Background: an optimization exercise with open tools, aiming at small area, a short achievable clock period and few clock cycles per item. Do not read the settings as production practice. RTL that was checked went through simulation tests only; none was proved equivalent to the original. The RTL of runs 3 to 6 was laid out without a check of its function. No activity file was given, so power comes from the tool's default toggle rates.

### config.mk
export PLATFORM = sky130hd
export DESIGN_NAME = header_length_frame_receiver_core
export DESIGN_NICKNAME = header_length_frame_receiver_core
export VERILOG_FILES = /design/flow/design.v
export SDC_FILE = /design/flow/constraint.sdc
export NUM_CORES = 4
export LEC_CHECK = 0
export CAP_MARGIN = 20
export CORE_MARGIN = 2
export CORE_UTILIZATION = 40
export CTS_CLUSTER_DIAMETER = 60
export CTS_CLUSTER_SIZE = 24
export PLACE_DENSITY = 0.72
export SETUP_SLACK_MARGIN = 2.8
export SLEW_MARGIN = 20
export SYNTH_HIERARCHICAL = 1
### constraint.sdc
create_clock -name core_clock -period 5.0 [get_ports {clock}]
set_input_delay 1.0000 -clock core_clock [delete_from_list [all_inputs] [get_ports {clock}]]
set_output_delay 1.0000 -clock core_clock [all_outputs]
set_load 0.01 [all_outputs]
### design.v
package hlfr_pkg;
   localparam int BUF_DEPTH_DEF = 256;
   localparam int OPCODE_W = 2;
   localparam int BYTE_W   = 8;
   localparam int INDEX_W  = 8;
   localparam int COUNT_W  = 9;
   localparam int EVENT_W  = 3;
   localparam logic [OPCODE_W-1:0] OP_BYTE    = 2'd0;
   localparam logic [OPCODE_W-1:0] OP_RELEASE = 2'd1;
   localparam logic [OPCODE_W-1:0] OP_READ    = 2'd2;
   localparam logic [EVENT_W-1:0] EV_STORED    = 3'd0;
   localparam logic [EVENT_W-1:0] EV_DROP_DONE = 3'd1;
   localparam logic [EVENT_W-1:0] EV_BAD_FIRST = 3'd2;
   localparam logic [EVENT_W-1:0] EV_BAD_SECND = 3'd3;
   localparam logic [EVENT_W-1:0] EV_OVERFLOW  = 3'd4;
   localparam logic [EVENT_W-1:0] EV_TOO_LONG  = 3'd5;
   localparam logic [EVENT_W-1:0] EV_COMPLETE  = 3'd6;
   localparam logic [EVENT_W-1:0] EV_OTHER_OP  = 3'd7;
   localparam logic [BYTE_W-1:0]  SYNC_FIRST   = 8'h5A;
   localparam logic [BYTE_W-1:0]  SYNC_SECOND  = 8'hA5;
   localparam logic [COUNT_W-1:0] HEADER_BYTES = 9'd3;
   typedef struct packed {
      logic                 frame_done;
      logic [COUNT_W-1:0]   byte_count;
      logic [EVENT_W-1:0]   event_code;
   } hlfr_status_type;
endpackage
import hlfr_pkg::*;
module hlfr_ctrl (
   input  logic                  clock,
   input  logic                  reset,
   input  logic                  accept,
   input  logic [OPCODE_W-1:0]   opcode,
   input  logic [BYTE_W-1:0]     rx_byte,
   output logic                  wr_en,
   output logic [7:0]            wr_pos,
   output hlfr_pkg::hlfr_status_type status
);
   logic [COUNT_W-1:0] count_ff, count_in;
   logic               done_ff, done_in;
   logic               hdr0_ff, hdr0_in;
   logic               hdr1_ff, hdr1_in;
   logic               hdr2_ff, hdr2_in;
   logic               last_ff, last_in;
   logic [7:0]         rem_ff, rem_in;
   logic [EVENT_W-1:0] event_code;
   logic               is_byte;
   assign is_byte = opcode == OP_BYTE;
   always_comb begin
      count_in   = count_ff;
      done_in    = done_ff;
      hdr0_in    = hdr0_ff;
      hdr1_in    = hdr1_ff;
      hdr2_in    = hdr2_ff;
      last_in    = last_ff;
      rem_in     = rem_ff;
      event_code = EV_OTHER_OP;
      case (opcode)
         OP_BYTE: begin
            if (done_ff) begin
               event_code = EV_DROP_DONE;
            end else if (hdr0_ff) begin
               if (rx_byte == SYNC_FIRST) begin
                  count_in   = 9'd1;
                  hdr0_in    = 1'b0;
                  hdr1_in    = 1'b1;
                  event_code = EV_STORED;
               end else begin
                  event_code = EV_BAD_FIRST;
               end
            end else if (hdr1_ff) begin
               hdr1_in = 1'b0;
               if (rx_byte == SYNC_SECOND) begin
                  count_in   = 9'd2;
                  hdr2_in    = 1'b1;
                  event_code = EV_STORED;
               end else begin
                  count_in   = 9'd0;
                  hdr0_in    = 1'b1;
                  event_code = EV_BAD_SECND;
               end
            end else if (hdr2_ff) begin
               hdr2_in = 1'b0;
               if (rx_byte > 8'd253) begin
                  count_in   = 9'd0;
                  hdr0_in    = 1'b1;
                  event_code = EV_TOO_LONG;
               end else if (rx_byte == 8'd0) begin
                  count_in   = 9'd3;
                  done_in    = 1'b1;
                  event_code = EV_COMPLETE;
               end else begin
                  count_in   = 9'd3;
                  rem_in     = rx_byte - 8'd1;
                  last_in    = rx_byte == 8'd1;
                  event_code = EV_STORED;
               end
            end else begin
               count_in = count_ff + 9'd1;
               if (last_ff) begin
                  done_in    = 1'b1;
                  event_code = EV_COMPLETE;
               end else begin
                  rem_in     = rem_ff - 8'd1;
                  last_in    = rem_ff == 8'd1;
                  event_code = EV_STORED;
               end
            end
         end
         OP_RELEASE: begin
            count_in = '0;
            done_in  = 1'b0;
            hdr0_in  = 1'b1;
            hdr1_in  = 1'b0;
            hdr2_in  = 1'b0;
         end
         default: begin
         end
      endcase
   end
   always_ff @(posedge clock) begin
      if (reset) begin
         count_ff <= '0;
         done_ff  <= 1'b0;
         hdr0_ff  <= 1'b1;
         hdr1_ff  <= 1'b0;
         hdr2_ff  <= 1'b0;
      end else if (accept) begin
         count_ff <= count_in;
         done_ff  <= done_in;
         hdr0_ff  <= hdr0_in;
         hdr1_ff  <= hdr1_in;
         hdr2_ff  <= hdr2_in;
      end
   end
   always_ff @(posedge clock) begin
      if (accept) begin
         rem_ff  <= rem_in;
         last_ff <= last_in;
      end
   end
   assign wr_en             = accept && is_byte && !done_ff;
   assign wr_pos            = count_ff[7:0];
   assign status.frame_done = done_in;
   assign status.byte_count = count_in;
   assign status.event_code = event_code;
endmodule
import hlfr_pkg::*;
module hlfr_store #(
   parameter int GRP = 64,
   localparam int NG = 256 / GRP,
   localparam int GW = $clog2(GRP)
) (
   input  logic              clock,
   input  logic              wr_en,
   input  logic [7:0]        wr_addr,
   input  logic [BYTE_W-1:0] wr_data,
   input  logic [GRP-1:0]    rd_lo_oh,
   output logic [NG-1:0][BYTE_W-1:0] grp_data
);
   logic [BYTE_W-1:0] mem [256];
   assign mem[0] = SYNC_FIRST;
   assign mem[1] = SYNC_SECOND;
   for (genvar i = 2; i < 256; i++) begin : g_row
      always_ff @(posedge clock) begin
         if (wr_en && wr_addr == 8'(i)) begin
            mem[i] <= wr_data;
         end
      end
   end
   for (genvar g = 0; g < NG; g++) begin : g_grp
      always_comb begin
         grp_data[g] = '0;
         for (int j = 0; j < GRP; j++) begin
            grp_data[g] = grp_data[g] | (mem[g * GRP + j] & {BYTE_W{rd_lo_oh[j]}});
         end
      end
   end
endmodule
import hlfr_pkg::*;
module header_length_frame_receiver_core
#(
   parameter int BUF_DEPTH = BUF_DEPTH_DEF
) (
   input  logic                clock,
   input  logic                reset,
   input  logic                req_valid,
   output logic                req_ready,
   input  logic [OPCODE_W-1:0] req_opcode,
   input  logic [BYTE_W-1:0]   req_rx_byte,
   input  logic [INDEX_W-1:0]  req_read_index,
   output logic                rsp_valid,
   input  logic                rsp_ready,
   output logic                rsp_frame_done,
   output logic [COUNT_W-1:0]  rsp_byte_count,
   output logic [BYTE_W-1:0]   rsp_read_data,
   output logic [EVENT_W-1:0]  rsp_event_code
);
   localparam int GRP = 16;
   localparam int NG  = 256 / GRP;
   localparam int GW  = $clog2(GRP);
   logic               advance;
   logic               accept;
   logic               wr_en;
   logic [7:0]         wr_pos;
   hlfr_pkg::hlfr_status_type status;
   logic [NG-1:0][BYTE_W-1:0] grp_data;
   logic               s1_valid_ff;
   hlfr_pkg::hlfr_status_type s1_stat_ff;
   logic               s1_rd_ff;
   logic [NG-1:0]      s1_hi_oh_ff;
   logic [NG-1:0][BYTE_W-1:0] s1_grp_ff;
   logic [BYTE_W-1:0]  s1_data;
   logic               rsp_valid_ff;
   hlfr_pkg::hlfr_status_type rsp_stat_ff;
   logic [BYTE_W-1:0]  rsp_data_ff;
   assign advance   = !rsp_valid_ff || rsp_ready;
   assign req_ready = advance;
   assign accept    = req_valid && advance;
   hlfr_ctrl u_ctrl (
      .clock  (clock),
      .reset  (reset),
      .accept (accept),
      .opcode (req_opcode),
      .rx_byte(req_rx_byte),
      .wr_en  (wr_en),
      .wr_pos (wr_pos),
      .status (status)
   );
   hlfr_store #(.GRP(GRP)) u_store (
      .clock   (clock),
      .wr_en   (wr_en),
      .wr_addr (wr_pos),
      .wr_data (req_rx_byte),
      .rd_lo_oh(GRP'(1) << req_read_index[GW-1:0]),
      .grp_data(grp_data)
   );
   always_comb begin
      s1_data = '0;
      for (int g = 0; g < NG; g++) begin
         s1_data = s1_data | (s1_grp_ff[g] & {BYTE_W{s1_hi_oh_ff[g]}});
      end
   end
   always_ff @(posedge clock) begin
      if (reset) begin
         s1_valid_ff  <= 1'b0;
         rsp_valid_ff <= 1'b0;
      end else if (advance) begin
         s1_valid_ff  <= req_valid;
         rsp_valid_ff <= s1_valid_ff;
      end
   end
   always_ff @(posedge clock) begin
      if (advance) begin
         s1_stat_ff  <= status;
         s1_rd_ff    <= req_opcode == OP_READ;
         s1_hi_oh_ff <= NG'(1) << req_read_index[7:GW];
         s1_grp_ff   <= grp_data;
         rsp_stat_ff <= s1_stat_ff;
         rsp_data_ff <= s1_rd_ff ? s1_data : '0;
      end
   end
   assign rsp_valid      = rsp_valid_ff;
   assign rsp_frame_done = rsp_stat_ff.frame_done;
   assign rsp_byte_count = rsp_stat_ff.byte_count;
   assign rsp_read_data  = rsp_data_ff;
   assign rsp_event_code = rsp_stat_ff.event_code;
endmodule
### run.sh
#!/bin/bash
# synth_recipe.tcl (not shown) runs the flow's synth.tcl, then flattens the netlist and writes it again
# the make line also repeats each setting of config.mk as NAME=value (left out here)
make -C /OpenROAD-flow-scripts/flow DESIGN_CONFIG=/design/flow/config.mk WORK_HOME=/design/flow/orfs CLKGATE_MAP_FILE= SYNTH_SCRIPT=/design/flow/synth_recipe.tcl finish
==> out/results.tsv, run 1 <==
stage	metric	value	unit
status	status	timing/DRC/antenna clean	
route	drc	0	
logic_synthesis	synth_edf_count	2220	
route	drtPass1Iterations	8	
logic_synthesis	avgSynthCellArea	18.81	sq um
clock_network	cts.sinks	2235	
worst_setup_path	crit_family	flip-flops	
power_and_ir_drop	p_per_area	347.0	nW/um^2
clock_network	cts_tree	done	
place	hpwl	124100	um
floorplanning	start_util	40.25	%
logic_synthesis	synth_ff_type	edfxtp_1	
sta	finalCritPeriodShare	50.32	%
cells_and_area	final_area	94240	sq um
worst_setup_path	cpPeakStageDelay	0.51	ns
sta	setup_slack	2.484	ns
route	wl_met2	104500	um
sta	worstMarginPinSlew	1.425	ns
route	routed-wl-met3	25720	um
sta	maxSlewHeadroom	4.970	%
global_route	grt_antenna_before_repair	9	
worst_setup_path	cp_max_fo	1	
power_and_ir_drop	ir_drop	0.3451	mV
clock_network	cts_hold_buf	0	
floorplanning	rows	165	
global_route	grt_remaining_overflow	0	
power_and_ir_drop	power.total	32700	uW
global_route	grt_pass1_wl	307800	um
sta	fin_crit	2.516	ns
logic_synthesis	ys_types	62	
route	final_antenna_net_count	0	
worst_setup_path	r2r_end	u_store.mem[88][2]	
run	drv_cap	0	
worst_setup_path	timing.critical_path.cells	buf_2	
worst_setup_path	arrival	1.52	ns
place	gp_congestion	0.9178	
route	drt_iter0_markers	6890	
logic_synthesis	synth_area_leaders	edfxtp_1, a22o_1, a221oi_1	
global_route	grt_usage	20.35	%
clock_network	clk_latency	0.82	ns
sta	fmax	397.4	MHz
route	vias	45290	
sta	slew_violations	0	
place	place_area	85690	sq um
sta	fin_setup_tns	0	ns
sta	hold_viol	0	
logic_synthesis	syn_inst	4328	
logic_synthesis	ys_seq_area_share	82.24	%
worst_setup_path	rr_worst_depth	6	
worst_setup_path	crit_path_start_kind	flip-flop	
min_path	min_delay_path_depth	0	
min_path	min-delay-start	s1_stat_ff[6]	
clock_network	htree_levels	3	
worst_setup_path	required	4.00	ns
logic_synthesis	ys_async_sr_fraction	0	%
floorplanning	die_w	455.2	um
clock_network	cts_buffers	115	
clock_network	path_clk_slew	0.09	ns
logic_synthesis	synth_fp_nets	4357	
route	wl_met1	80270	um
sta	setup_viol	0	
logic_synthesis	yosysTopAreaCell	edfxtp_1	
worst_setup_path	ff2ff_setup_slack	2.73	ns
logic_synthesis	ys_seq_elements	2235	
min_path	worstHoldPathType	flip-flop to flip-flop	
cells_and_area	syn_to_final_growth	15.74	%
route	dr.max_layer_used	met5	
route	wire_per_inst	30.92	um
cells_and_area	drive_above_1_share	19.52	%
cells_and_area	nets	4481	
power_and_ir_drop	p_leak	0.02824	uW
sta	skew	0.06444	ns
logic_synthesis	yosysWarnings	10	
place	dp_slack	0.6322	ns
min_path	worst_hold_path.endpoint	rsp_stat_ff[6]	
place	portBuffers	44	
worst_setup_path	critPathCaptureType	primary output	
worst_setup_path	r2r-start	u_ctrl.count_ff[3]	
floorplanning	dieArea	207200	sq um
sta	rsz0062_at_grt	yes	
global_route	grt_max_degree	183	
route	via_per_inst	6.304	
worst_setup_path	crit_buf_inv	1	
floorplanning	core	202300	sq um
logic_synthesis	netlist_area	81420	sq um
floorplanning	ios	45	
clock_network	clockBufferDepth	3	
clock_network	root_buffer	clkbuf_16	
global_route	grt_pass1_vias	43220	
floorplanning	die_y	455.2	um
route	drt_wl_total	222100	um
worst_setup_path	critical_path_class	flip-flop to primary output	
worst_setup_path	cp_slowest_cell	edfxtp_1	
logic_synthesis	synth_top_area_share	81.87	%
## stage by stage
stage / instances / hold slack (ns) / util (%)
2_1_floorplan: 4328 / 0.4003 / -
6_report: 7184 / 0.4240 / 46.58
3_5_place_dp: 6864 / 0.4045 / 42.35
4_1_cts: 7132 / 0.4242 / 46.05
5_1_grt: 7183 / 0.4269 / 46.58
3_3_place_gp: 6864 / 0.4017 / 42.35
## cell type report
type                            count  area [sq um]
Multi-Input combinational cell   1788         16220
Fill cell                       16180        108100
Clock buffer                      131          2948
Sequential cell                  2235         66980
Inverter                           12         65.06
Antenna cell                        3         7.507
Clock inverter                     43         544.3
Tap cell                         2672          3343
Timing Repair Buffer              300          4128
## cell families (layout without fill, tap and decap cells)
group / Yosys count / in the layout / synth area share (%)
AND/OR/NAND/NOR: 610 / 611 / 3.623
multiplexers: 4 / 4 / 0.05071
AO/OA/AOI/OAI: 1155 / 1155 / 12.14
other: 0 / 3 / 0
buffers and inverters: 306 / 486 / 1.721
adder cells (fa/ha/maj): 7 / 7 / 0.1076
XOR/XNOR: 11 / 11 / 0.1183
flip-flops: 2235 / 2235 / 82.24
## cells in the mapped netlist, types with 19 or more instances
cell,n
buf_2,67
nand2_1,52
edfxtp_1,2220
a21oi_1,19
a221oi_1,493
o21ai_0,20
nand3_1,34
clkbuf_1,176
nor3_1,27
nand4_1,130
buf_1,23
nor2_1,295
a22oi_1,72
a22o_1,501
## how the worst max path moves through the flow
stage | depth (start not counted) | slack, ns | end | from
6_report | 1 | 2.48 | rsp_read_data[3] | rsp_data_ff[3]
5_1_grt | 1 | 2.46 | rsp_read_data[7] | rsp_data_ff[7]
4_1_cts | 1 | 2.43 | rsp_read_data[7] | rsp_data_ff[7]
3_5_place_dp | 9 | 0.63 | u_store.mem[158][7] | req_opcode[1]
3_3_place_gp | 9 | 0.64 | u_store.mem[158][4] | req_opcode[1]
2_1_floorplan | 8 | 0.92 | u_store.mem[54][0] | rsp_ready
## sequential cells by signal (all words and copies together) (netlist names)
register / cells
s1_stat_ff: 13
rsp_data_ff: 8
u_ctrl.count_ff: 9
s1_valid_ff: 1
u_ctrl.hdr2_ff: 1
u_ctrl.hdr1_ff: 1
s1_hi_oh_ff: 16
u_ctrl.rem_ff: 8
u_store.mem: 2032
s1_rd_ff: 1
rsp_valid_ff: 1
s1_grp_ff: 128
rsp_stat_ff: 13
u_ctrl.hdr0_ff: 1
u_ctrl.last_ff: 1
u_ctrl.done_ff: 1
## placed cells by master, fill, tap and decap left out, drive strengths merged, types with 8 or more instances in the layout
cell type / instances
edfxtp: 2220
a221oi: 497
nor2: 296
clkinv: 24
and4: 8
a21oi: 19
nor3: 27
clkbuf: 140
buf: 278
nand4: 130
o21ai: 21
a22oi: 72
inv: 27
nand2: 53
a222oi: 8
a22o: 501
nand3: 36
dfxtp: 15
o21a: 8
nand2b: 17
## Yosys stat by module, one instance, submodules excluded, excerpt
module / times used / cells / flops+latches / cell area [sq um]
header_length_frame_receiver_core: 1 / 337 / 181 / 6439
hlfr_ctrl: 1 / 233 / 22 / 1808
## power by group
group	internal [uW]	total, uW	switching (uW)	leakage (uW)
Combinational	428	1400	968	0.00612
Clock	4460	10300	5890	0.00169
Sequential	20800	21000	180	0.0204
Total	25700	32700	7040	0.0282
## routing by layer
metal  up-vias  GRT usage (%)
met2      3006          32.72
met3       493          3.888
met5         -              0
met1     23220          26.92
li1      18570              -
met4         2          9.225
## what timing repair did
item | 4_1_cts | 5_1_grt
setup endpoints to repair | 2348 | 1961
pin swaps | 103 | 50
setup buffers | 82 | 39
gates resized for setup | 732 | 98
cloned | 12 | 9
Testbench counts, summed over its fixed seeds: cycles 24,016, items 24,000.
==> inputs of run 2 (changes only) <==
--- a/config.mk
+++ b/config.mk
@@ -10,7 +10,6 @@
 export CORE_UTILIZATION = 40
 export CTS_CLUSTER_DIAMETER = 60
 export CTS_CLUSTER_SIZE = 24
-export PLACE_DENSITY = 0.72
-export SETUP_SLACK_MARGIN = 2.8
+export SETUP_SLACK_MARGIN = 2.5
 export SLEW_MARGIN = 20
 export SYNTH_HIERARCHICAL = 1
==> run 2 against run 1 <==
  * Still clean
  * Routed wire length rose by 0.37%
  * Synthesized area did not move
  * Worst setup slack improved by 0.015 ns
  * Largest cell class unchanged
  * Core utilization fell by 0.45 points
  * Clock power rose by 16%
==> out/results.tsv, run 2 <==
stage	metric	value	unit
worst_setup_path	cp_slowest_cell	a221oi_1	
clock_network	path_clk_slew	0.09	ns
cells_and_area	top_regs	u_store.mem x2032, s1_grp_ff x128, s1_hi_oh_ff x16	
logic_synthesis	synth_top_area_share	81.87	%
cells_and_area	largest_register	u_store.mem	
logic_synthesis	muxShareOfSynthArea	0.05071	%
floorplanning	rows	165	
route	drt_iter0_markers	6050	
floorplanning	ios	45	
sta	hold_viol	0	
sta	worstMarginPinSlew	1.030	ns
global_route	grt_max_degree	165	
sta	rsz0062_at_grt	yes	
worst_setup_path	critical_path_class	input pin to flip-flop	
run	drv_cap	0	
floorplanning	core	202300	sq um
power_and_ir_drop	intPower	26640	uW
sta	maxSlewHeadroom	31.36	%
sta	fin_crit	2.502	ns
route	wire_per_inst	30.98	um
floorplanning	die_y	455.2	um
route	final_antenna_net_count	0	
floorplanning	die_w	455.2	um
logic_synthesis	avgSynthCellArea	18.81	sq um
worst_setup_path	crit_path_start_kind	input pin	
place	portBuffers	44	
logic_synthesis	syn_inst	4328	
power_and_ir_drop	combPwrFrac	3.9	%
global_route	grt_pass1_wl	313700	um
cells_and_area	largest_register_ffs	2032	
worst_setup_path	cp_max_fo	24	
route	via_per_inst	6.126	
logic_synthesis	synthAdderAreaFrac	0.1076	%
place	gp_congestion	0.8478	
clock_network	clk_latency	0.85	ns
status	status	timing/DRC/antenna clean	
sta	slew_violations	0	
cells_and_area	nets	4462	
cells_and_area	syn_to_final_growth	14.62	%
worst_setup_path	arrival	2.99	ns
logic_synthesis	yosysTopAreaCell	edfxtp_1	
logic_synthesis	synthXorXnorAreaFrac	0.1183	%
sta	fin_setup_tns	0	ns
power_and_ir_drop	p_per_area	366.7	nW/um^2
route	drtPass1Iterations	5	
logic_synthesis	synth_ff_type	edfxtp_1	
clock_network	cts_tree	done	
global_route	grt_pass1_vias	42580	
sta	finalCritPeriodShare	50.03	%
logic_synthesis	yosysWarnings	10	
worst_setup_path	critPathCaptureType	flip-flop	
global_route	grt_antenna_before_repair	7	
power_and_ir_drop	ir_drop	0.4330	mV
power_and_ir_drop	clockPowerShare	34.9	%
clock_network	cts.sinks	2235	
place	hpwl	131500	um
sta	hold_ws	0.4230	ns
cells_and_area	drive_above_1_share	17.36	%
global_route	grt_remaining_overflow	0	
route	drt_wl_total	222900	um
floorplanning	start_util	40.25	%
route	drc	0	
logic_synthesis	synth.most_common_cell	edfxtp_1	
logic_synthesis	synth_compound_area_share	12.14	%
logic_synthesis	synthTopCellsByCount	edfxtp_1, a22o_1, a221oi_1	
power_and_ir_drop	p_leak	0.02802	uW
route	vias	44080	
cells_and_area	most-common-layout-cells	edfxtp_1, a22o_1, a221oi_1, nor2_4, clkbuf_16	
logic_synthesis	ys_async_sr_fraction	0	%
global_route	grt_usage	21.09	%
logic_synthesis	synthSimpleGateAreaFrac	3.623	%
sta	fmax	399.8	MHz
power_and_ir_drop	power.share.sequential	61.2	%
worst_setup_path	cpPeakStageDelay	0.42	ns
worst_setup_path	required	5.49	ns
logic_synthesis	synth_fp_nets	4357	
power_and_ir_drop	switchingPower	7580	uW
worst_setup_path	timing.critical_path.cells	clkdlybuf4s15_2 > nand2b_4 > nor2_4 > buf_4 > a22o_1 > a221oi_1 > nand4_1	
sta	setup_viol	0	
logic_synthesis	synth_edf_count	2220	
floorplanning	dieArea	207200	sq um
logic_synthesis	netlist_area	81420	sq um
clock_network	clockBufferDepth	3	
logic_synthesis	ys_seq_area_share	82.24	%
logic_synthesis	synth_top_family_by_area	compound AO/OA/AOI/OAI gates	
power_and_ir_drop	switching_share	22.15	%
logic_synthesis	ys_types	62	
clock_network	root_buffer	clkbuf_16	
clock_network	htree_levels	4	
logic_synthesis	synth_area_leaders	edfxtp_1, a22o_1, a221oi_1	
logic_synthesis	ys_seq_elements	2235	
min_path	worstHoldPathType	flip-flop to flip-flop	
clock_network	cts_buffers	135	
sta	skew	0.04629	ns
cells_and_area	final_common_cell	edfxtp_1	
==> run 2: changes by cell type in the layout (fill, tap and decap cells not counted), moves of 14 or more <==
cell             previous run  this run
a221oi_1                  415       470
a221oi_2                   66        27
nor2_4                    245       213
buf_12                     85        65
buf_6                      34        14
clkdlybuf4s15_1             0        19
buf_2                      21         3
nor2_2                      9        27
clkbuf_16                 123       140
a221oi_4                   16         0
nor2_1                     42        56
==> run 2: cell families (layout without fill, tap and decap cells) <==
kind of cell / after synthesis / count (layout)
flip-flops: 2235 / 2235
AO/OA/AOI/OAI: 1155 / 1155
AND/OR/NAND/NOR: 610 / 611
buffers and inverters: 306 / 498
XOR/XNOR: 11 / 11
adder cells (fa/ha/maj): 7 / 7
multiplexers: 4 / 4
other: 0 / 2
==> run 2: repair_timing <==
| action | in CTS | in global routing |
|---|---|---|
| gates resized for setup | 477 | 46 |
| pin swaps | 47 | 9 |
| buffers inserted | 57 | 10 |
| gates cloned | 6 | 4 |
| hold buffers | 0 | 0 |
| endpoints found under the hold margin | 0 | 0 |
| endpoints found under the setup margin | 2247 | 1414 |
==> run 2: through the flow <==
step	worst slack (ns)	utilization (%)	std cells	total power (uW)	cell area, sq um
final	2.498	46.13	7195	34220	93330
after global routing	2.487	46.13	7194	35110	93330
after CTS	2.372	45.94	7177	34370	92950
after detailed placement	0.2797	42.50	6889	22660	85990
after global placement	0.2964	42.49	6888	22650	85960
after floorplan	0.9182	-	4328	21770	81950
==> run 2: Yosys stat by module, one instance, submodules excluded, a selection <==
module                             cells  cell area (sq um)  times used
header_length_frame_receiver_core    337               6439           1
hlfr_ctrl                            233               1808           1
==> run 2: routing by layer <==
metal / wire length (um) / vias to the layer above / GRT usage, %
met5: 0 / - / 0
met4: 6906 / 0 / 6.492
met3: 18450 / 284 / 3.022
met2: 105400 / 2075 / 33.51
met1: 92120 / 23150 / 30.19
li1: - / 18560 / -
==> run 2: critical path, delay by kind of cell <==
kind	cells	cell delay, ns
AO/OA/AOI/OAI	2	0.69
buffers and inverters	2	0.58
AND/OR/NAND/NOR	3	0.70
==> run 2: power by group through the flow <==
stage	Clock (uW)	Sequential (uW)	Combinational [uW]
detailed placement	0	21400	1290
CTS	12100	20900	1330
global route	12700	21000	1410
global placement	0	21400	1280
floorplan	0	21200	523
finish	11900	21000	1340
==> run 2: area by class of cell <==
type,count,area (sq um)
antenna,2,5.005
clock inverter,81,942.2
clock buffer,144,3412
fill,16800,109000
inverter,12,50.05
sequential,2235,66970
multi-input combinational,1788,15300
timing repair buffer,261,3309
tap,2672,3343
==> run 2: path summary, 6_finish.rpt <==
check | startpoint | endpoint | slack (ns) | cells past startpoint
worst min register to register | s1_stat_ff[2] | rsp_stat_ff[2] | 0.42 | 0
worst min-delay path | s1_stat_ff[2] | rsp_stat_ff[2] | 0.42 | 0
worst max-delay path | req_read_index[1] | s1_grp_ff[125] | 2.50 | 7
worst max register to register | u_ctrl.count_ff[0] | u_store.mem[136][2] | 2.58 | 4
==> inputs of run 3 (changes only) <==
--- a/design.v
+++ b/design.v
@@ -147,7 +147,7 @@
 endmodule
 import hlfr_pkg::*;
 module hlfr_store #(
-   parameter int GRP = 64,
+   parameter int GRP = 16,
    localparam int NG = 256 / GRP,
    localparam int GW = $clog2(GRP)
 ) (
@@ -155,7 +155,7 @@
    input  logic              wr_en,
    input  logic [7:0]        wr_addr,
    input  logic [BYTE_W-1:0] wr_data,
-   input  logic [GRP-1:0]    rd_lo_oh,
+   input  logic [GW-1:0]     rd_lo,
    output logic [NG-1:0][BYTE_W-1:0] grp_data
 );
    logic [BYTE_W-1:0] mem [256];
@@ -169,12 +169,7 @@
       end
    end
    for (genvar g = 0; g < NG; g++) begin : g_grp
-      always_comb begin
-         grp_data[g] = '0;
-         for (int j = 0; j < GRP; j++) begin
-            grp_data[g] = grp_data[g] | (mem[g * GRP + j] & {BYTE_W{rd_lo_oh[j]}});
-         end
-      end
+      assign grp_data[g] = mem[g * GRP + int'(rd_lo)];
    end
 endmodule
 import hlfr_pkg::*;
@@ -199,7 +194,7 @@
    localparam int GRP = 16;
    localparam int NG  = 256 / GRP;
    localparam int GW  = $clog2(GRP);
-   logic               advance;
+   localparam int RW  = 1 + COUNT_W + BYTE_W + EVENT_W;
    logic               accept;
    logic               wr_en;
    logic [7:0]         wr_pos;
@@ -208,15 +203,19 @@
    logic               s1_valid_ff;
    hlfr_pkg::hlfr_status_type s1_stat_ff;
    logic               s1_rd_ff;
-   logic [NG-1:0]      s1_hi_oh_ff;
+   logic [7-GW:0]      s1_hi_ff;
    logic [NG-1:0][BYTE_W-1:0] s1_grp_ff;
    logic [BYTE_W-1:0]  s1_data;
-   logic               rsp_valid_ff;
-   hlfr_pkg::hlfr_status_type rsp_stat_ff;
-   logic [BYTE_W-1:0]  rsp_data_ff;
-   assign advance   = !rsp_valid_ff || rsp_ready;
-   assign req_ready = advance;
-   assign accept    = req_valid && advance;
+   logic [RW-1:0]      s1_res;
+   logic [2:0][RW-1:0] q_ff;
+   logic [2:0]         qv_ff;
+   logic               ready_ff;
+   logic               take;
+   logic [2:0]         sh_v;
+   logic [2:0][RW-1:0] sh_q;
+   logic [2:0]         inflight;
+   assign accept    = req_valid && ready_ff;
+   assign req_ready = ready_ff;
    hlfr_ctrl u_ctrl (
       .clock  (clock),
       .reset  (reset),
@@ -232,37 +231,47 @@
       .wr_en   (wr_en),
       .wr_addr (wr_pos),
       .wr_data (req_rx_byte),
-      .rd_lo_oh(GRP'(1) << req_read_index[GW-1:0]),
+      .rd_lo   (req_read_index[GW-1:0]),
       .grp_data(grp_data)
    );
+   always_ff @(posedge clock) begin
+      s1_stat_ff <= status;
+      s1_rd_ff   <= req_opcode == OP_READ;
+      s1_hi_ff   <= req_read_index[7:GW];
+      s1_grp_ff  <= grp_data;
+   end
+   assign s1_data = s1_rd_ff ? s1_grp_ff[s1_hi_ff] : '0;
+   assign s1_res  = {s1_stat_ff.frame_done, s1_stat_ff.byte_count, s1_data,
+                     s1_stat_ff.event_code};
+   assign take = qv_ff[0] && rsp_ready;
    always_comb begin
-      s1_data = '0;
-      for (int g = 0; g < NG; g++) begin
-         s1_data = s1_data | (s1_grp_ff[g] & {BYTE_W{s1_hi_oh_ff[g]}});
-      end
-   end
+      if (take) begin
+         sh_v = {1'b0, qv_ff[2:1]};
+         sh_q = {q_ff[2], q_ff[2], q_ff[1]};
+      end else begin
+         sh_v = qv_ff;
+         sh_q = q_ff;
+      end
+   end
+   assign inflight = 3'(32'(accept) + 32'(s1_valid_ff) + 32'(qv_ff[0]) + 32'(qv_ff[1]) +
+                        32'(qv_ff[2]) - 32'(take));
    always_ff @(posedge clock) begin
       if (reset) begin
-         s1_valid_ff  <= 1'b0;
-         rsp_valid_ff <= 1'b0;
-      end else if (advance) begin
-         s1_valid_ff  <= req_valid;
-         rsp_valid_ff <= s1_valid_ff;
-      end
-   end
-   always_ff @(posedge clock) begin
-      if (advance) begin
-         s1_stat_ff  <= status;
-         s1_rd_ff    <= req_opcode == OP_READ;
-         s1_hi_oh_ff <= NG'(1) << req_read_index[7:GW];
-         s1_grp_ff   <= grp_data;
-         rsp_stat_ff <= s1_stat_ff;
-         rsp_data_ff <= s1_rd_ff ? s1_data : '0;
-      end
-   end
-   assign rsp_valid      = rsp_valid_ff;
-   assign rsp_frame_done = rsp_stat_ff.frame_done;
-   assign rsp_byte_count = rsp_stat_ff.byte_count;
-   assign rsp_read_data  = rsp_data_ff;
-   assign rsp_event_code = rsp_stat_ff.event_code;
+         s1_valid_ff <= 1'b0;
+         qv_ff       <= '0;
+         ready_ff    <= 1'b1;
+      end else begin
+         s1_valid_ff <= accept;
+         qv_ff       <= sh_v | (s1_valid_ff ? ~sh_v & {sh_v[1:0], 1'b1} : 3'b000);
+         ready_ff    <= inflight < 3'd3;
+      end
+   end
+   for (genvar i = 0; i < 3; i++) begin : g_q
+      always_ff @(posedge clock) begin
+         if (sh_v[i]) q_ff[i] <= sh_q[i];
+         else q_ff[i] <= s1_res;
+      end
+   end
+   assign rsp_valid = qv_ff[0];
+   assign {rsp_frame_done, rsp_byte_count, rsp_read_data, rsp_event_code} = q_ff[0];
 endmodule
--- a/config.mk
+++ b/config.mk
@@ -8,8 +8,4 @@
 export CAP_MARGIN = 20
 export CORE_MARGIN = 2
 export CORE_UTILIZATION = 40
-export CTS_CLUSTER_DIAMETER = 60
-export CTS_CLUSTER_SIZE = 24
-export SETUP_SLACK_MARGIN = 2.5
 export SLEW_MARGIN = 20
-export SYNTH_HIERARCHICAL = 1
==> run 3 against run 2 <==
  * Core utilization up 0.46 points
  * Sequential share of layout area is 5.2 points lower
  * Final area grew 7.0%
  * Synthesized cell count increased by 19%
  * Clock power grew 46%
  * Cell count is 18% higher
  * Worst hold slack improved by 0.039 ns
  * Maximum frequency decreased by 41%
  * Global-route usage grew 12 points
  * First-iteration DRC count up 99%
  * Largest cell class unchanged
  * Highest routed layer is now met5
==> out/results.tsv, run 3 <==
stage	metric	value	unit
route	vias	58240	
floorplanning	die_w	468.0	um
power_and_ir_drop	combPwrFrac	6.6	%
power_and_ir_drop	power.share.sequential	51.1	%
floorplanning	core	214400	sq um
worst_setup_path	r2r-start	ready_ff	
floorplanning	dieArea	219000	sq um
status	status	timing/DRC/antenna clean	
sta	fin_crit	4.252	ns
clock_network	cts_tree	done	
worst_setup_path	cpPeakStageDelay	0.82	ns
logic_synthesis	avgSynthCellArea	16.79	sq um
route	drtPass1Iterations	7	
global_route	grt_max_degree	138	
min_path	worst_hold_path.endpoint	s1_grp_ff[15]	
clock_network	cts_hold_buf	0	
cells_and_area	most-common-layout-cells	edfxtp_1, nor2_1, a22oi_1, buf_4, mux2i_1	
clock_network	post_cts_buffers	0	
cells_and_area	drive_above_1_share	17.44	%
logic_synthesis	netlist_area	86130	sq um
route	drt_iter0_markers	12010	
worst_setup_path	cp_max_fo	16	
global_route	grt_pass1_vias	53570	
cells_and_area	syn_to_final_growth	15.99	%
worst_setup_path	crit_family	simple AND/OR/NAND/NOR gates	
worst_setup_path	r2r_end	u_store.mem[65][5]	
place	portBuffers	44	
worst_setup_path	crit_path_start_kind	input pin	
floorplanning	die_y	468.0	um
logic_synthesis	synthTopCellsByCount	edfxtp_1, nor2_1, a22oi_1	
place	gp_congestion	1.042	
worst_setup_path	arrival	4.74	ns
route	drt_wl_total	364700	um
route	via_per_inst	6.846	
min_path	min-delay-start	u_store.mem[20][7]	
sta	setup_viol	0	
floorplanning	start_util	40.17	%
worst_setup_path	timing.critical_path.cells	clkdlybuf4s50_1 > nor2_4 > nand3_1 > nor4b_1 > buf_4 > nand2_1 > nor2_1	
power_and_ir_drop	switching_share	23.25	%
logic_synthesis	synth_edf_count	2104	
worst_setup_path	critical_path_class	input pin to flip-flop	
power_and_ir_drop	ir_drop	0.3260	mV
worst_setup_path	cp_slowest_cell	nor2_1	
cells_and_area	top_regs	u_store.mem x2032, s1_grp_ff x128, q_ff x63	
cells_and_area	largest_register	u_store.mem	
sta	maxSlewHeadroom	11.71	%
min_path	min_delay_path_depth	2	
power_and_ir_drop	switchingPower	9552	uW
logic_synthesis	synth_area_leaders	edfxtp_1, dfxtp_1, a22oi_1	
clock_network	clockBufferDepth	3	
cells_and_area	nets	5486	
sta	hold_viol	0	
logic_synthesis	yosysWarnings	4	
logic_synthesis	ys_types	80	
power_and_ir_drop	clockPowerShare	42.3	%
worst_setup_path	ff2ff_setup_slack	1.32	ns
clock_network	htree_levels	4	
logic_synthesis	synth.most_common_cell	edfxtp_1	
logic_synthesis	synth_fp_nets	5166	
cells_and_area	final_common_cell	edfxtp_1	
logic_synthesis	ys_async_sr_fraction	0	%
power_and_ir_drop	p_per_area	411.3	nW/um^2
route	wire_per_inst	42.87	um
clock_network	clk_latency	0.88	ns
sta	finalCritPeriodShare	85.04	%
route	final_antenna_net_count	0	
sta	slew_violations	0	
power_and_ir_drop	p_leak	0.03244	uW
sta	fmax	235.2	MHz
sta	skew	0.05400	ns
worst_setup_path	crit_buf_inv	2	
logic_synthesis	ys_seq_area_share	77.17	%
place	hpwl	227900	um
power_and_ir_drop	intPower	31540	uW
logic_synthesis	synth_ff_type	edfxtp_1	
run	drv_cap	0	
power_and_ir_drop	power.total	41090	uW
clock_network	root_buffer	clkbuf_16	
global_route	grt_usage	32.66	%
min_path	worstHoldPathType	flip-flop to flip-flop	
worst_setup_path	required	5.49	ns
logic_synthesis	syn_inst	5130	
floorplanning	rows	170	
worst_setup_path	rr_worst_depth	5	
cells_and_area	largest_register_ffs	2032	
logic_synthesis	yosysTopAreaCell	edfxtp_1	
logic_synthesis	synth_top_area_share	73.36	%
route	drc	0	
clock_network	path_clk_slew	0.06	ns
clock_network	cts.sinks	2268	
global_route	grt_remaining_overflow	0	
global_route	grt_pass1_wl	481100	um
worst_setup_path	critPathCaptureType	flip-flop	
clock_network	cts_buffers	220	
clock_network	cts_repair_resize_count	0	
global_route	grt_antenna_before_repair	49	
sta	worstMarginPinSlew	1.324	ns
floorplanning	ios	45	
sta	fin_setup_tns	0	ns
logic_synthesis	ys_seq_elements	2268	
sta	rsz0062_at_grt	no	
[run 3: changes by cell type in the layout (fill, tap and decap cells not counted), sizes merged, moves of 99 or more]
cell,delta
a21oi,+99
a221oi,-356
nand2,+140
buf,+198
mux2i,+231
nand4,-123
clkbuf,+152
edfxtp,-116
o22ai,+153
a22oi,+317
a22o,-411
dfxtp,+149
nor2,+134
[run 3: worst max path at each step]
stage | startpoint | to | slack [ns] | depth (start not counted)
after floorplan | req_opcode[1] | u_store.mem[79][0] | 1.95 | 6
after global placement | req_opcode[1] | u_store.mem[74][5] | 0.18 | 7
after detailed placement | req_opcode[1] | u_store.mem[65][7] | 0.17 | 7
after CTS | req_opcode[1] | u_store.mem[75][7] | 1.05 | 7
after global routing | req_opcode[1] | u_store.mem[65][7] | 0.72 | 7
final | req_opcode[1] | u_store.mem[65][5] | 0.75 | 7
[run 3: kinds of logic after synthesis]
family	Yosys count	synth area share (%)
flip-flops	2268	77.17
AO/OA/AOI/OAI	1234	10.45
AND/OR/NAND/NOR	838	4.294
multiplexers	383	5.705
buffers and inverters	380	2.022
adder cells (fa/ha/maj)	14	0.2295
XOR/XNOR	13	0.1322
[run 3: worst register-to-register path: stages, from the launching register on]
cell	delay [ns]
dfxtp_1	0.42
nand3_1	0.33
nor4b_1	0.72
buf_4	0.41
nand2_1	0.61
nor2_1	0.84
[run 3: routing by layer]
layer	vias to the layer above	GRT usage [%]	part of all wire (%)
met4	61	21.98	8.2
met1	28890	40.78	34
met3	1535	14.84	17
met2	6360	45.10	41
li1	21390	-	-
met5	-	1.427	0.22
[run 3: power by group through the flow]
stage                     Sequential [uW]  Clock [uW]  Combinational (uW)
final                               21000       17400                2700
after global routing                21000       18100                2620
after CTS                           21000       17400                2510
after detailed placement            21400           0                2510
after global placement              21400           0                2510
after floorplan                     21300           0                 988
[run 3: cell type report]
| class | count | area, sq um |
|---|---|---|
| diodes | 28 | 70.07 |
| clock buffers | 296 | 6085 |
| clock inverters | 117 | 1413 |
| fillers | 18260 | 114500 |
| inverters | 22 | 85.08 |
| multi-input cells | 2482 | 18230 |
| flip-flops and latches | 2268 | 66470 |
| well taps | 2838 | 3551 |
| repair buffers | 456 | 4000 |
[run 3: per-stage QoR]
step	utilization (%)	worst slack (ns)	cells	hold WS, ns	instance area [sq um]
after floorplan	-	1.947	5130	0.4182	86130
after CTS	46.55	1.052	8478	0.4618	99800
after global placement	43.04	0.1818	8063	0.4355	92280
final	46.59	0.7482	8507	0.4619	99900
after global routing	46.57	0.7191	8484	0.4812	99840
after detailed placement	43.05	0.1726	8065	0.4441	92300
==> inputs of run 4 (changes only) <==
--- a/design.v
+++ b/design.v
@@ -155,7 +155,7 @@
    input  logic              wr_en,
    input  logic [7:0]        wr_addr,
    input  logic [BYTE_W-1:0] wr_data,
-   input  logic [GW-1:0]     rd_lo,
+   input  logic [GRP-1:0]    rd_lo_oh,
    output logic [NG-1:0][BYTE_W-1:0] grp_data
 );
    logic [BYTE_W-1:0] mem [256];
@@ -169,7 +169,12 @@
       end
    end
    for (genvar g = 0; g < NG; g++) begin : g_grp
-      assign grp_data[g] = mem[g * GRP + int'(rd_lo)];
+      always_comb begin
+         grp_data[g] = '0;
+         for (int j = 0; j < GRP; j++) begin
+            grp_data[g] = grp_data[g] | (mem[g * GRP + j] & {BYTE_W{rd_lo_oh[j]}});
+         end
+      end
    end
 endmodule
 import hlfr_pkg::*;
@@ -231,7 +236,7 @@
       .wr_en   (wr_en),
       .wr_addr (wr_pos),
       .wr_data (req_rx_byte),
-      .rd_lo   (req_read_index[GW-1:0]),
+      .rd_lo_oh(GRP'(1) << req_read_index[GW-1:0]),
       .grp_data(grp_data)
    );
    always_ff @(posedge clock) begin
--- a/config.mk
+++ b/config.mk
@@ -8,4 +8,8 @@
 export CAP_MARGIN = 20
 export CORE_MARGIN = 2
 export CORE_UTILIZATION = 40
+export CTS_CLUSTER_DIAMETER = 60
+export CTS_CLUSTER_SIZE = 24
+export SETUP_SLACK_MARGIN = 2.8
 export SLEW_MARGIN = 20
+export SYNTH_HIERARCHICAL = 1
==> run 4 against run 3 <==
  * Still clean
  * Sequential power about the same
  * Critical endpoint is now rsp_byte_count[7]
  * First-iteration DRC count fell by 58%
  * Global-route usage decreased by 12 points
  * Sequential share of layout area grew 3.5 points
  * Synthesized area is 4.8% lower
  * Critical path depth is 6 lower
  * Combinational power is 43% lower
  * Register-to-register slack better by 1.4 ns
  * Routed wire length is 39% lower
  * Core utilization shrank 0.091 points
  * Flip-flop and latch count stayed put
==> out/results.tsv, run 4 <==
stage	metric	value	unit
cells_and_area	top_regs	u_store.mem x2032, s1_grp_ff x128, q_ff x63	
global_route	grt_pass1_wl	309500	um
logic_synthesis	yosysWarnings	10	
worst_setup_path	critPathCaptureType	primary output	
sta	worstMarginPinSlew	1.048	ns
sta	setup_viol	0	
sta	finalCritPeriodShare	47.12	%
power_and_ir_drop	p_leak	0.02896	uW
place	hpwl	124800	um
global_route	grt_remaining_overflow	0	
clock_network	cts_tree	done	
logic_synthesis	ys_types	67	
floorplanning	die_w	456.8	um
worst_setup_path	critPathLaunch	q_ff[18]	
worst_setup_path	crit_path_start_kind	flip-flop	
logic_synthesis	yosysTopAreaCell	edfxtp_1	
floorplanning	rows	166	
global_route	grt_antenna_before_repair	2	
clock_network	cts.sinks	2268	
sta	fin_setup_tns	0	ns
logic_synthesis	netlist_area	82010	sq um
route	drt_iter0_markers	4992	
worst_setup_path	cp_slowest_cell	edfxtp_1	
logic_synthesis	synth_top_area_share	77.04	%
logic_synthesis	ys_async_sr_fraction	0	%
worst_setup_path	required	4.00	ns
cells_and_area	largest_register_ffs	2032	
sta	fin_crit	2.356	ns
worst_setup_path	cp_max_fo	1	
cells_and_area	fill_cells	16730	
place	portBuffers	44	
logic_synthesis	synth_ff_type	edfxtp_1	
cells_and_area	largest_register	u_store.mem	
route	drt_wl_total	221600	um
run	drv_cap	0	
floorplanning	start_util	40.17	%
clock_network	cts_buffers	140	
power_and_ir_drop	switchingPower	7850	uW
floorplanning	ios	45	
place	dp_cells	7020	
clock_network	clk_latency	0.85	ns
logic_synthesis	synthTopCellsByCount	edfxtp_1, a22o_1, a221oi_1	
min_path	min-delay-start	s1_stat_ff[4]	
global_route	grt_max_degree	149	
floorplanning	core	204200	sq um
sta	fmax	424.4	MHz
worst_setup_path	timing.critical_path.cells	buf_2	
status	status	timing/DRC/antenna clean	
logic_synthesis	synth_fp_nets	4537	
clock_network	htree_levels	4	
clock_network	root_buffer	clkbuf_16	
sta	rsz0062_at_grt	yes	
logic_synthesis	ys_seq_area_share	81.04	%
power_and_ir_drop	combPwrFrac	4.4	%
route	via_per_inst	5.980	
power_and_ir_drop	switching_share	22.43	%
sta	maxSlewHeadroom	30.15	%
clock_network	clockBufferDepth	3	
cells_and_area	nets	4625	
logic_synthesis	avgSynthCellArea	18.21	sq um
worst_setup_path	crit_family	flip-flops	
cells_and_area	most-common-layout-cells	edfxtp_1, a22o_1, a221oi_1, nor2_4, dfxtp_1	
worst_setup_path	arrival	1.36	ns
cells_and_area	drive_above_1_share	20.49	%
worst_setup_path	cpPeakStageDelay	0.38	ns
cells_and_area	syn_to_final_growth	15.77	%
place	gp_congestion	0.8235	
route	final_antenna_net_count	0	
route	drtPass1Iterations	6	
floorplanning	dieArea	208700	sq um
sta	slew_violations	0	
route	vias	44220	
power_and_ir_drop	clockPowerShare	35.8	%
sta	hold_viol	0	
clock_network	path_clk_slew	0.08	ns
logic_synthesis	synth_edf_count	2104	
logic_synthesis	synth_area_leaders	edfxtp_1, a22o_1, a221oi_1	
power_and_ir_drop	intPower	27150	uW
global_route	grt_usage	20.38	%
sta	skew	0.04131	ns
cells_and_area	instances_no_fill	7394	
route	wire_per_inst	29.97	um
power_and_ir_drop	ir_drop	0.2820	mV
cells_and_area	final_common_cell	edfxtp_1	
power_and_ir_drop	p_per_area	368.7	nW/um^2
worst_setup_path	r2r-start	qv_ff[0]	
min_path	worstHoldPathType	flip-flop to flip-flop	
worst_setup_path	crit_buf_inv	1	
logic_synthesis	syn_inst	4504	
power_and_ir_drop	power.share.sequential	59.8	%
logic_synthesis	synth.most_common_cell	edfxtp_1	
route	drc	0	
worst_setup_path	critical_path_class	flip-flop to primary output	
clock_network	cts_hold_buf	0	
logic_synthesis	ys_seq_elements	2268	
cells_and_area	utilization	46.50	%
global_route	grt_pass1_vias	42610	
floorplanning	die_y	456.8	um
==> run 4: kinds of logic (layout without fill, tap and decap cells) <==
| group | count (synthesis) | in the layout | share of synthesized area [%] |
|---|---|---|---|
| DFF | 2268 | 2268 | 81.04 |
| muxes | 61 | 61 | 1.048 |
| xor gates and xnor gates | 12 | 12 | 0.1282 |
| buffers and inverters | 338 | 538 | 1.953 |
| adders and majority gates | 11 | 11 | 0.1953 |
| and+or+nand+nor | 686 | 687 | 3.929 |
| AOI/OAI and AO/OA | 1128 | 1128 | 11.71 |
| other | 0 | 1 | 0 |
==> run 4: area by class of cell <==
class	count	area, sq um	area share (%)
diodes	1	2.502	0.002636
clock buffers	169	3769	3.969
clock inverters	86	989.7	1.042
inverters	20	120.1	0.1265
multi-input cells	1899	16940	17.85
flip-flops and latches	2268	66500	70.04
well taps	2688	3363	3.542
repair buffers	263	3258	3.432
==> run 4: Yosys stat by module (local to each module, per instance), excerpt <==
module                             cell area, sq um  cells
hlfr_ctrl                                      1808    233
header_length_frame_receiver_core              7027    513
==> run 4: final timing paths <==
kind,end,slack [ns],depth (start not counted)
setup / recovery,rsp_byte_count[7],2.64,1
hold / removal,q_ff[54],0.46,0
setup reg to reg,ready_ff,2.68,10
hold reg to reg,q_ff[54],0.46,0
==> run 4: metrics by stage <==
stage	power [uW]	hold WS, ns	instance area, sq um	setup WS (ns)
2_1_floorplan	21930	0.4299	84010	2.121
3_3_place_gp	22770	0.4486	87400	0.8549
3_5_place_dp	22780	0.4432	87430	0.8165
4_1_cts	35140	0.4647	94170	2.579
5_1_grt	35950	0.4918	94940	2.566
6_report	35000	0.4628	94940	2.644
==> run 4: metal layers <==
layer / wire length (um) / global-route usage (%) / up-vias
li1: - / - / 18990
met1: 92370 / 28.43 / 23000
met2: 105700 / 33.05 / 1926
met3: 16580 / 3.243 / 312
met4: 6889 / 5.955 / 0
met5: 0 / 0 / -
==> run 4: repair_timing <==
| item | 4_1_cts | 5_1_grt |
|---|---|---|
| endpoints found under the setup margin | 2278 | 988 |
| pin swaps | 52 | 33 |
| cloned | 4 | 4 |
| resized for setup | 340 | 105 |
| setup buffers | 94 | 16 |
| hold endpoints to repair | 0 | 0 |
==> run 4: power groups by stage <==
stage | sequential [uW] | combinational (uW) | clock [uW]
after floorplan | 21300 | 618 | 0
after global placement | 21400 | 1380 | 0
after detailed placement | 21400 | 1400 | 0
after CTS | 20900 | 1490 | 12700
after global routing | 20900 | 1610 | 13400
final | 20900 | 1540 | 12500
==> inputs of run 5 (changes only) <==
--- a/config.mk
+++ b/config.mk
@@ -10,6 +10,7 @@
 export CORE_UTILIZATION = 40
 export CTS_CLUSTER_DIAMETER = 60
 export CTS_CLUSTER_SIZE = 24
+export PLACE_DENSITY = 0.72
 export SETUP_SLACK_MARGIN = 2.8
 export SLEW_MARGIN = 20
 export SYNTH_HIERARCHICAL = 1
==> run 5 against run 4 <==
  * Die area unchanged
  * Worst hold slack got worse by 0.00060 ns
  * Critical path depth increased by 5
  * Register-to-register slack improved by 0.03 ns
  * Routed wire length decreased by 1.2%
  * Synthesized cell count unchanged
  * Final area increased by 0.22%
  * Combinational power about the same
  * Critical path type is now input pin to flip-flop
  * Critical endpoint is now s1_grp_ff[48]
  * Largest cell class unchanged
==> out/results.tsv, run 5 <==
stage	metric	value	unit
status	status	timing/DRC/antenna clean	
sta	maxSlewHeadroom	30.45	%
clock_network	root_buffer	clkbuf_16	
logic_synthesis	synth_ff_type	edfxtp_1	
worst_setup_path	arrival	2.93	ns
clock_network	cts_hold_buf	0	
logic_synthesis	ys_async_sr_fraction	0	%
min_path	worstHoldPathType	flip-flop to flip-flop	
sta	finalCritPeriodShare	46.19	%
cells_and_area	instances_no_fill	7418	
clock_network	cts.sinks	2268	
cells_and_area	multiInputGateArea	16920	sq um
sta	setup_slack	2.690	ns
cells_and_area	top_regs	u_store.mem x2032, s1_grp_ff x128, q_ff x63	
worst_setup_path	critPathLaunch	req_read_index[3]	
floorplanning	ios	45	
power_and_ir_drop	ir_drop	0.3966	mV
power_and_ir_drop	p_leak	0.02909	uW
logic_synthesis	synth_area_leaders	edfxtp_1, a22o_1, a221oi_1	
power_and_ir_drop	p_per_area	365.4	nW/um^2
place	portBuffers	44	
cells_and_area	seq_area	66490	sq um
cells_and_area	final_common_cell	edfxtp_1	
clock_network	cts_buffers	135	
route	vias	46020	
cells_and_area	nets	4652	
global_route	grt_pass1_vias	43830	
global_route	grt_max_degree	180	
route	final_antenna_net_count	0	
cells_and_area	drive_above_1_share	20.19	%
route	drt_wl_total	218900	um
clock_network	htree_levels	4	
global_route	use_met1	27.24	%
worst_setup_path	cp_max_fo	128	
cells_and_area	syn_to_final_growth	16.02	%
logic_synthesis	synthTopCellsByCount	edfxtp_1, a22o_1, a221oi_1	
route	drt_iter0_markers	6936	
global_route	grt_remaining_overflow	0	
logic_synthesis	yosysTopAreaCell	edfxtp_1	
sta	setup_viol	0	
min_path	min-delay-start	u_store.mem[140][1]	
logic_synthesis	avgSynthCellArea	18.21	sq um
floorplanning	die_w	456.8	um
sta	hold_viol	0	
route	drtPass1Iterations	6	
route	wire_per_inst	29.50	um
worst_setup_path	critical_path_class	input pin to flip-flop	
place	gp_congestion	0.8821	
clock_network	cts_tree	done	
global_route	use_met2	32.27	%
place	hpwl	121900	um
logic_synthesis	synth_fp_nets	4537	
logic_synthesis	syn_inst	4504	
floorplanning	start_util	40.17	%
cells_and_area	diodes	0	
sta	skew	0.03648	ns
logic_synthesis	synth.most_common_cell	edfxtp_1	
sta	rsz0062_at_grt	yes	
clock_network	path_clk_slew	0.09	ns
sta	worstMarginPinSlew	1.043	ns
logic_synthesis	synth_edf_count	2104	
cells_and_area	largest_register	u_store.mem	
global_route	grt_usage	20.05	%
clock_network	clk_latency	0.81	ns
place	dp_slack	0.8099	ns
route	drc	0	
logic_synthesis	ys_types	67	
power_and_ir_drop	power.total	34770	uW
logic_synthesis	netlist_area	82010	sq um
logic_synthesis	synth_top_area_share	77.04	%
logic_synthesis	ys_seq_area_share	81.04	%
cells_and_area	fill_cells	16430	
floorplanning	core	204200	sq um
sta	slew_violations	0	
worst_setup_path	critPathCaptureType	flip-flop	
worst_setup_path	required	5.62	ns
clock_network	clockBufferDepth	3	
run	drv_cap	0	
global_route	grt_use_met3	3.455	%
route	via_per_inst	6.204	
sta	fin_setup_tns	0	ns
sta	fmax	433.0	MHz
global_route	grt_antenna_before_repair	3	
cells_and_area	largest_register_ffs	2032	
floorplanning	rows	166	
sta	fin_crit	2.310	ns
global_route	gr-max-usage-layer	met2	
floorplanning	die_y	456.8	um
place	dp_cells	7026	
global_route	grt_pass1_wl	308000	um
worst_setup_path	crit_path_start_kind	input pin	
worst_setup_path	r2r-start	s1_hi_ff[1]	
cells_and_area	utilization	46.60	%
logic_synthesis	yosysWarnings	10	
floorplanning	dieArea	208700	sq um
logic_synthesis	ys_seq_elements	2268	
cells_and_area	most-common-layout-cells	edfxtp_1, a22o_1, a221oi_1, nor2_4, dfxtp_1	
==> run 5: cell counts after synthesis <==
No cell type changed its count.
==> run 5: critical path, stage by stage <==
cell and delay (ns):
buf_2 0.29, nand2b_4 0.28, nor3_2 0.07, buf_12 0.24
a221oi_1 0.56, nand4_1 0.27
==> run 5: what timing repair did <==
item                       4_1_cts  5_1_grt
resized for setup              393       77
buffers inserted                88       42
setup endpoints to repair     2233     1583
pin swaps                       71       49
cloned                          10        4
==> run 5: per-stage QoR <==
| stage | cell area, sq um | hold WS, ns |
|---|---|---|
| finish | 95150 | 0.4622 |
| CTS | 94230 | 0.4604 |
| global route | 95150 | 0.4741 |
| floorplan | 84010 | 0.4299 |
| detailed placement | 87440 | 0.4531 |
| global placement | 87420 | 0.4501 |
==> run 5: cells by family after synthesis <==
kind of cell    Yosys count  share of synthesized area [%]
buf+inv                 338                          1.953
flops                  2268                          81.04
mux                      61                          1.048
compound gates         1128                          11.71
fa+ha+maj                11                         0.1953
xor+xnor                 12                         0.1282
simple gates            686                          3.929
==> run 5: worst paths after layout <==
kind                                       to  slack, ns  cells after the start
worst max-delay path            s1_grp_ff[48]       2.69                      6
worst max register to register       q_ff[29]       2.71                      8
worst min-delay path            s1_grp_ff[65]       0.46                      2
worst min register to register  s1_grp_ff[65]       0.46                      2
==> run 5: report_power, final <==
part           internal (uW)  total (uW)  switching, uW
combinational            491        1540           1050
sequential             20800       20900            104
clock                   5800       12300           6490
==> run 5: Yosys stat by module, one instance, submodules excluded, excerpt <==
module                             area, sq um  flip-flops and latches  cells inside
hlfr_ctrl                                 1808                      22           233
header_length_frame_receiver_core         7027                     214           513
==> run 5: per-layer routing <==
| metal | up-vias | wire, um |
|---|---|---|
| met5 | - | 8 |
| met4 | 2 | 9713 |
| met3 | 428 | 23510 |
| met2 | 2941 | 103900 |
| met1 | 23650 | 81700 |
| li1 | 19000 | - |
==> run 5: cell type report <==
class / instances / share of cell area [%]
tap: 2688 / 3.535
sequential: 2268 / 69.88
multi-input combinational: 1900 / 17.79
timing repair buffer: 294 / 3.840
clock buffer: 178 / 3.932
inverter: 20 / 0.1236
clock inverter: 70 / 0.9021
==> inputs of run 6 (changes only) <==
--- a/config.mk
+++ b/config.mk
@@ -7,7 +7,7 @@
 export LEC_CHECK = 0
 export CAP_MARGIN = 20
 export CORE_MARGIN = 2
-export CORE_UTILIZATION = 40
+export CORE_UTILIZATION = 55
 export CTS_CLUSTER_DIAMETER = 60
 export CTS_CLUSTER_SIZE = 24
 export PLACE_DENSITY = 0.72
==> run 6 against run 5 <==
  * Global-route usage is 8.1 points higher
  * Clock skew fell by 0.0049 ns
  * Final area fell by 0.33%
  * Worst hold slack better by 0.015 ns
  * Clock power is essentially flat
  * Synthesized area is the same
  * Cell count down 10%
  * Routed wire length is 0.72% lower
  * Sequential share of layout area rose by 0.23 points
  * First-iteration DRC count down 3.5%
  * Maximum frequency is 3.0% lower
  * Critical endpoint is now rsp_read_data[0]
  * Largest cell class unchanged
==> out/results.tsv, run 6 <==
stage	metric	value	unit
clock_network	cts.sinks	2268	
status	status	timing/DRC/antenna clean	
cells_and_area	final_area	94840	sq um
worst_setup_path	arrival	1.38	ns
global_route	grt_pass1_vias	43540	
worst_setup_path	critPathCaptureType	primary output	
place	gp_congestion	0.8829	
worst_setup_path	cp_max_fo	1	
power_and_ir_drop	switchingPower	7493	uW
cells_and_area	fill_cells	9590	
clock_network	clk_latency	0.81	ns
cells_and_area	seq_area	66490	sq um
cells_and_area	syn_to_final_growth	15.64	%
cells_and_area	largest_register_ffs	2032	
place	dp_slack	0.7543	ns
floorplanning	rows	141	
floorplanning	start_util	55.47	%
logic_synthesis	synth_ff_type	edfxtp_1	
logic_synthesis	ys_types	67	
logic_synthesis	synth_fp_nets	4537	
power_and_ir_drop	power.share.sequential	60.9	%
global_route	grt_remaining_overflow	0	
place	portBuffers	44	
place	place_area	86400	sq um
global_route	grt_max_degree	176	
power_and_ir_drop	ir_drop	0.3431	mV
sta	fmax	419.8	MHz
clock_network	htree_levels	4	
cells_and_area	top_regs	u_store.mem x2032, s1_grp_ff x128, q_ff x63	
route	drc	0	
logic_synthesis	ys_seq_elements	2268	
cells_and_area	nets	4668	
worst_setup_path	cpPeakStageDelay	0.42	ns
worst_setup_path	cp_slowest_cell	edfxtp_1	
power_and_ir_drop	p_per_area	363.0	nW/um^2
floorplanning	die_y	390.2	um
power_and_ir_drop	p_leak	0.02925	uW
cells_and_area	utilization	64.15	%
cells_and_area	drive_above_1_share	20.56	%
logic_synthesis	avgSynthCellArea	18.21	sq um
sta	maxSlewHeadroom	28.40	%
logic_synthesis	yosysWarnings	10	
worst_setup_path	timing.critical_path.cells	buf_2	
worst_setup_path	required	4.00	ns
route	vias	45870	
sta	setup_slack	2.618	ns
power_and_ir_drop	intPower	26930	uW
clock_network	clockBufferDepth	3	
logic_synthesis	synth.most_common_cell	edfxtp_1	
clock_network	root_buffer	clkbuf_16	
clock_network	path_clk_slew	0.09	ns
floorplanning	core	147800	sq um
cells_and_area	largest_register	u_store.mem	
sta	hold_ws	0.4768	ns
sta	fin_setup_tns	0	ns
min_path	min-delay-start	s1_stat_ff[7]	
logic_synthesis	synthTopCellsByCount	edfxtp_1, a22o_1, a221oi_1	
worst_setup_path	crit_family	flip-flops	
power_and_ir_drop	combPwrFrac	4.4	%
sta	finalCritPeriodShare	47.64	%
min_path	worstHoldPathType	flip-flop to flip-flop	
logic_synthesis	netlist_area	82010	sq um
clock_network	cts_buffers	132	
sta	fin_crit	2.382	ns
sta	setup_viol	0	
worst_setup_path	critical_path_class	flip-flop to primary output	
logic_synthesis	synth_edf_count	2104	
floorplanning	dieArea	152200	sq um
route	via_per_inst	6.874	
cells_and_area	diodes	0	
worst_setup_path	r2r-start	s1_hi_ff[1]	
route	wire_per_inst	32.56	um
logic_synthesis	yosysTopAreaCell	edfxtp_1	
cells_and_area	final_common_cell	edfxtp_1	
cells_and_area	multiInputGateArea	17060	sq um
global_route	grt_antenna_before_repair	3	
worst_setup_path	crit_buf_inv	1	
clock_network	cts_hold_buf	0	
route	drtPass1Iterations	8	
route	drt_iter0_markers	6695	
clock_network	cts_tree	done	
logic_synthesis	synth_top_area_share	77.04	%
logic_synthesis	ys_seq_area_share	81.04	%
power_and_ir_drop	clockPowerShare	34.7	%
logic_synthesis	syn_inst	4504	
power_and_ir_drop	switching_share	21.77	%
floorplanning	ios	45	
logic_synthesis	synth_area_leaders	edfxtp_1, a22o_1, a221oi_1	
sta	slew_violations	0	
route	drt_wl_total	217300	um
worst_setup_path	crit_path_start_kind	flip-flop	
cells_and_area	most-common-layout-cells	edfxtp_1, a22o_1, a221oi_1, nor2_4, dfxtp_1	
global_route	grt_pass1_wl	306600	um
place	hpwl	115200	um
run	drv_cap	0	
logic_synthesis	ys_async_sr_fraction	0	%
route	final_antenna_net_count	0	
worst_setup_path	critPathLaunch	q_ff[3]	
global_route	grt_usage	28.11	%
sta	skew	0.03162	ns
sta	worstMarginPinSlew	1.074	ns
floorplanning	die_w	390.2	um
sta	hold_viol	0	
sta	rsz0062_at_grt	yes	
==> run 6: power groups by stage <==
stage | Combinational [uW] | Sequential, uW | Clock, uW
floorplan | 618 | 21300 | 0
global placement | 1310 | 21400 | 0
detailed placement | 1330 | 21400 | 0
CTS | 1460 | 21000 | 12000
global route | 1570 | 21000 | 12700
finish | 1510 | 21000 | 12000
==> run 6: Yosys stat by module, one instance, submodules excluded, excerpt <==
module,area [sq um],cells inside
header_length_frame_receiver_core,7027,513
hlfr_ctrl,1808,233
==> run 6: what timing repair did <==
item	CTS	global route
pin swaps	134	24
gates resized for setup	405	72
setup endpoints to repair	2361	2195
gates cloned	18	3
setup buffers	138	18
==> run 6: logic make-up (layout without fill, tap and decap cells) <==
family	Yosys count	in the layout	share of synthesized area, %
AOI/OAI and AO/OA	1128	1128	11.71
xor gates and xnor gates	12	12	0.1282
adders and majority gates	11	11	0.1953
buffers and inverters	338	572	1.953
DFF	2268	2268	81.04
muxes	61	61	1.048
and+or+nand+nor	686	690	3.929
==> run 6: final timing paths <==
check	slack, ns	end	cells after the start
max reg2reg	2.64	q_ff[46]	7
max	2.62	rsp_read_data[0]	1
min reg2reg	0.48	q_ff[57]	0
min	0.48	q_ff[57]	0
==> run 6: routing by layer <==
metal	up-vias	GRT usage, %	wire [um]
met5	-	0	13
met4	2	9.491	7640
met3	411	5.396	24240
met2	2875	44.19	102700
met1	23550	39.92	82680
li1	19030	-	-
==> run 6: area by class of cell <==
type                            count  share of cell area, %
Clock buffer                      165                  3.769
Timing Repair Buffer              311                  4.582
Inverter                           20                 0.1240
Sequential cell                  2268                  70.11
Clock inverter                     76                 0.8839
Tap cell                         1930                  2.546
Multi-Input combinational cell   1902                  17.98
==> run 6: stage by stage <==
| stage | instances | power (uW) |
|---|---|---|
| finish | 6672 | 34430 |
| global route | 6672 | 35200 |
| CTS | 6651 | 34440 |
| detailed placement | 6254 | 22720 |
| global placement | 6254 | 22700 |
| floorplan | 4504 | 21930 |

## afterwards: timing with drivers on the ports
The results above use ideal ports. As a check the final layouts listed here were re-extracted and re-timed, cells and wires unchanged. Step 1: set_driving_cell puts a clkbuf_16 on clock and a buf_2 on each other input, an assumption about the parent block. Step 2, shift: input delay + t, output delay - t, t = (earliest + latest rising clock arrival at the registers) / 2. This alone moves slack from input paths to output paths. a / b / c = no drivers / after step 1 / after step 2; a / b = the first two.
run	t, ns	setup slack, ns	worst setup path at the end	latest minus earliest clock arrival (ns)
run 1	0.878	2.484 / 2.394 / 1.683	input to register	0.065 / 0.066
run 2	0.908	2.498 / 2.447 / 1.632	input to register	0.050 / 0.050
run 3	0.957	0.748 / 0.818 / -0.139	input to register	0.062 / 0.062
run 4	0.916	2.644 / 2.553 / 1.821	input to register	0.063 / 0.064
run 5	0.877	2.690 / 2.605 / 1.841	input to register	0.044 / 0.044
run 6	0.883	2.618 / 2.532 / 1.834	input to register	0.041 / 0.041
Met with ideal ports but missed after step 2: setup timing in run 3. For run 3, which loses most, drivers alone change the setup slack by +0.070 ns; drivers and shift together by -0.887 ns.
